Background: an optimization exercise with open tools, aiming at small area and few clock cycles. Do not read the settings as production practice.
At most, simulation tests tie the RTL to the original design; equivalence was not proved.
Power and IR drop assume default switching activity.

==> flow/design.v <==
`timescale 1ns/1ps
`timescale 1ns/1ps
`timescale 1ns/1ps
`timescale 1ns/1ps
`timescale 1ns/1ps
`timescale 1ns/1ps
module axi_wr_top
(
    input  logic        clk,
    input  logic        rst_n,
    input  logic [3:0]  aw_id,
    input  logic [15:0] aw_addr,
    input  logic [7:0]  aw_len,
    input  logic [2:0]  aw_size,
    input  logic [1:0]  aw_burst,
    input  logic        aw_valid,
    output logic        aw_ready,
    input  logic [31:0] w_data,
    input  logic [3:0]  w_strb,
    input  logic        w_last,
    input  logic        w_valid,
    output logic        w_ready,
    output logic [3:0]  b_id,
    output logic [1:0]  b_resp,
    output logic        b_valid,
    input  logic        b_ready,
    output logic [3:0]  mem_id,
    output logic [15:0] mem_addr,
    output logic [31:0] mem_data,
    output logic [3:0]  mem_strb,
    output logic        mem_last,
    output logic        mem_boundary_err,
    output logic        mem_we,
    input  logic        mem_credit
);
    logic        d_valid;
    logic [3:0]  d_id;
    logic [15:0] d_addr;      
    logic [2:0]  d_size;
    logic        d_fixed;
    logic        d_berr;      
    logic [2:0]  credits;
    logic        bv;
    logic [3:0]  bid;
    logic        bslv;
    logic        credit_ok, b_free, beat, burst_done, aw_fire;
    logic [11:0] base, step;
    logic [12:0] sum;
    assign credit_ok  = (credits != 3'd0) || mem_credit;
    assign b_free     = !bv || b_ready;
    assign beat       = d_valid && w_valid && credit_ok && (!w_last || b_free);
    assign burst_done = beat && w_last;
    assign aw_ready   = !d_valid || burst_done;
    assign aw_fire    = aw_valid && aw_ready;
    assign w_ready    = beat;
    assign mem_we     = beat;
    assign base = d_addr[11:0] & (12'hfff << d_size);
    assign sum  = d_fixed ? {1'b0, base} : ({1'b0, d_addr[11:0] | ~(12'hfff << d_size)} + 13'd1);
    always_ff @(posedge clk) begin
        if (aw_fire) begin
            d_id    <= aw_id;
            d_addr  <= aw_addr;
            d_size  <= aw_size;
            d_fixed <= (aw_burst == 2'b00);
            d_berr  <= 1'b0;
        end else if (beat) begin
            d_addr[11:0] <= sum[12] ? base : sum[11:0];
            d_berr       <= sum[12];
        end
        if (burst_done) begin
            bid  <= d_id;
            bslv <= (d_size > 3'd2);
        end
    end
    always_ff @(posedge clk or negedge rst_n) begin
        if (!rst_n) begin
            d_valid <= 1'b0;
            credits <= 3'd4;
            bv      <= 1'b0;
        end else begin
            if (aw_fire)
                d_valid <= 1'b1;
            else if (burst_done)
                d_valid <= 1'b0;
            credits <= credits - {2'b0, beat} + {2'b0, mem_credit};
            if (burst_done)
                bv <= 1'b1;
            else if (b_ready)
                bv <= 1'b0;
        end
    end
    assign mem_id           = d_id;
    assign mem_addr         = d_addr;
    assign mem_data         = w_data;
    assign mem_strb         = w_strb;
    assign mem_last         = w_last;
    assign mem_boundary_err = d_berr;
    assign b_valid          = bv;
    assign b_id             = bid;
    assign b_resp           = {bslv, 1'b0};
endmodule
clock: 5.0 ns
lec_check: 0
abc_area: 1
cap_margin: 20
core_margin: 2
core_utilization: 40
cts_buf_list: sky130_fd_sc_hd__clkbuf_4
slew_margin: 20
standard.sh (not shown) runs the stock make flow with config.mk's settings and CLKGATE_MAP_FILE= SYNTH_SCRIPT=/design/flow/synth_recipe.tcl, a recipe that flattens the netlist after the stock synthesis.
==> flow/flow/run.sh <==
#!/bin/bash
# Standard ORFS flow, with the port buffers inserted as the smallest buffer cell.
cp standard.sh standard_sh.txt
export BUFFER_PORTS_ARGS="-buffer_cell sky130_fd_sc_hd__buf_1"
bash standard.sh > standard.log 2>&1
Edit:
--- a/flow/design.v
+++ b/flow/design.v
@@ -39,14 +39,14 @@
     logic [2:0]  d_size;
     logic        d_fixed;
     logic        d_berr;      
-    logic [2:0]  credits;
+    logic [2:0]  owed;
     logic        bv;
     logic [3:0]  bid;
     logic        bslv;
     logic        credit_ok, b_free, beat, burst_done, aw_fire;
-    logic [11:0] base, step;
+    logic [11:0] mask;
     logic [12:0] sum;
-    assign credit_ok  = (credits != 3'd0) || mem_credit;
+    assign credit_ok  = !owed[2] || mem_credit;
     assign b_free     = !bv || b_ready;
     assign beat       = d_valid && w_valid && credit_ok && (!w_last || b_free);
     assign burst_done = beat && w_last;
@@ -54,8 +54,8 @@
     assign aw_fire    = aw_valid && aw_ready;
     assign w_ready    = beat;
     assign mem_we     = beat;
-    assign base = d_addr[11:0] & (12'hfff << d_size);
-    assign sum  = d_fixed ? {1'b0, base} : ({1'b0, d_addr[11:0] | ~(12'hfff << d_size)} + 13'd1);
+    assign mask = 12'hfff << d_size;
+    assign sum  = {1'b0, d_addr[11:0] | ~mask} + {12'd0, !d_fixed};
     always_ff @(posedge clk) begin
         if (aw_fire) begin
             d_id    <= aw_id;
@@ -64,7 +64,7 @@
             d_fixed <= (aw_burst == 2'b00);
             d_berr  <= 1'b0;
         end else if (beat) begin
-            d_addr[11:0] <= sum[12] ? base : sum[11:0];
+            d_addr[11:0] <= (sum[11:0] | {12{sum[12]}}) & mask;
             d_berr       <= sum[12];
         end
         if (burst_done) begin
@@ -75,14 +75,14 @@
     always_ff @(posedge clk or negedge rst_n) begin
         if (!rst_n) begin
             d_valid <= 1'b0;
-            credits <= 3'd4;
+            owed    <= 3'd0;
             bv      <= 1'b0;
         end else begin
             if (aw_fire)
                 d_valid <= 1'b1;
             else if (burst_done)
                 d_valid <= 1'b0;
-            credits <= credits - {2'b0, beat} + {2'b0, mem_credit};
+            owed    <= owed + {2'b0, beat} - {2'b0, mem_credit};
             if (burst_done)
                 bv <= 1'b1;
             else if (b_ready)
Die area is higher by 2.6%.
Area after synthesis goes up by 2.8%.
Synthesized cell count drops by 0.43%.
Routed wire length rose by 3.8%.
Count of clock-buffer cells in the layout rises by 1.
Sequential cell count is unchanged.
Setup slack gets better by 0.15 ns.
Combinational power came out higher by 11%.
Global-route usage barely changes.
Testbench counts after the change, summed over its fixed seeds: cycles 42,784.
No functional check of the RTL was part of the first run of this note.

## afterwards: timing with drivers on the ports
Ports are ideal in the flow. The routed layouts listed here were re-timed in OpenROAD.
Step 1 sets driving cells, clkbuf_16 on the clock port and buf_2 on the other inputs (assumed; they add their load-dependent delay and slew).
Step 2, shift: input delay + t, output delay - t, t = (earliest + latest rising clock arrival at the registers) / 2. This alone moves slack from input paths to output paths.
a / b / c = ideal ports / drivers / drivers and shift; a / b = the first two.
| run | t (ns) | setup slack, ns | slew at the worst register clock pin (ns) | worst data-port slew with drivers (ns) |
|---|---|---|---|---|
| the first run | 0.363 | 2.064 / 2.043 / 1.968 | 0.12 / 0.12 | 0.07 |
| the second run | 0.368 | 2.211 / 2.213 / 1.845 | 0.12 / 0.12 | 0.07 |
After both steps setup and hold are still met in every run listed. For the second run, which loses most, drivers alone change the setup slack by +0.002 ns; drivers and shift together by -0.366 ns.
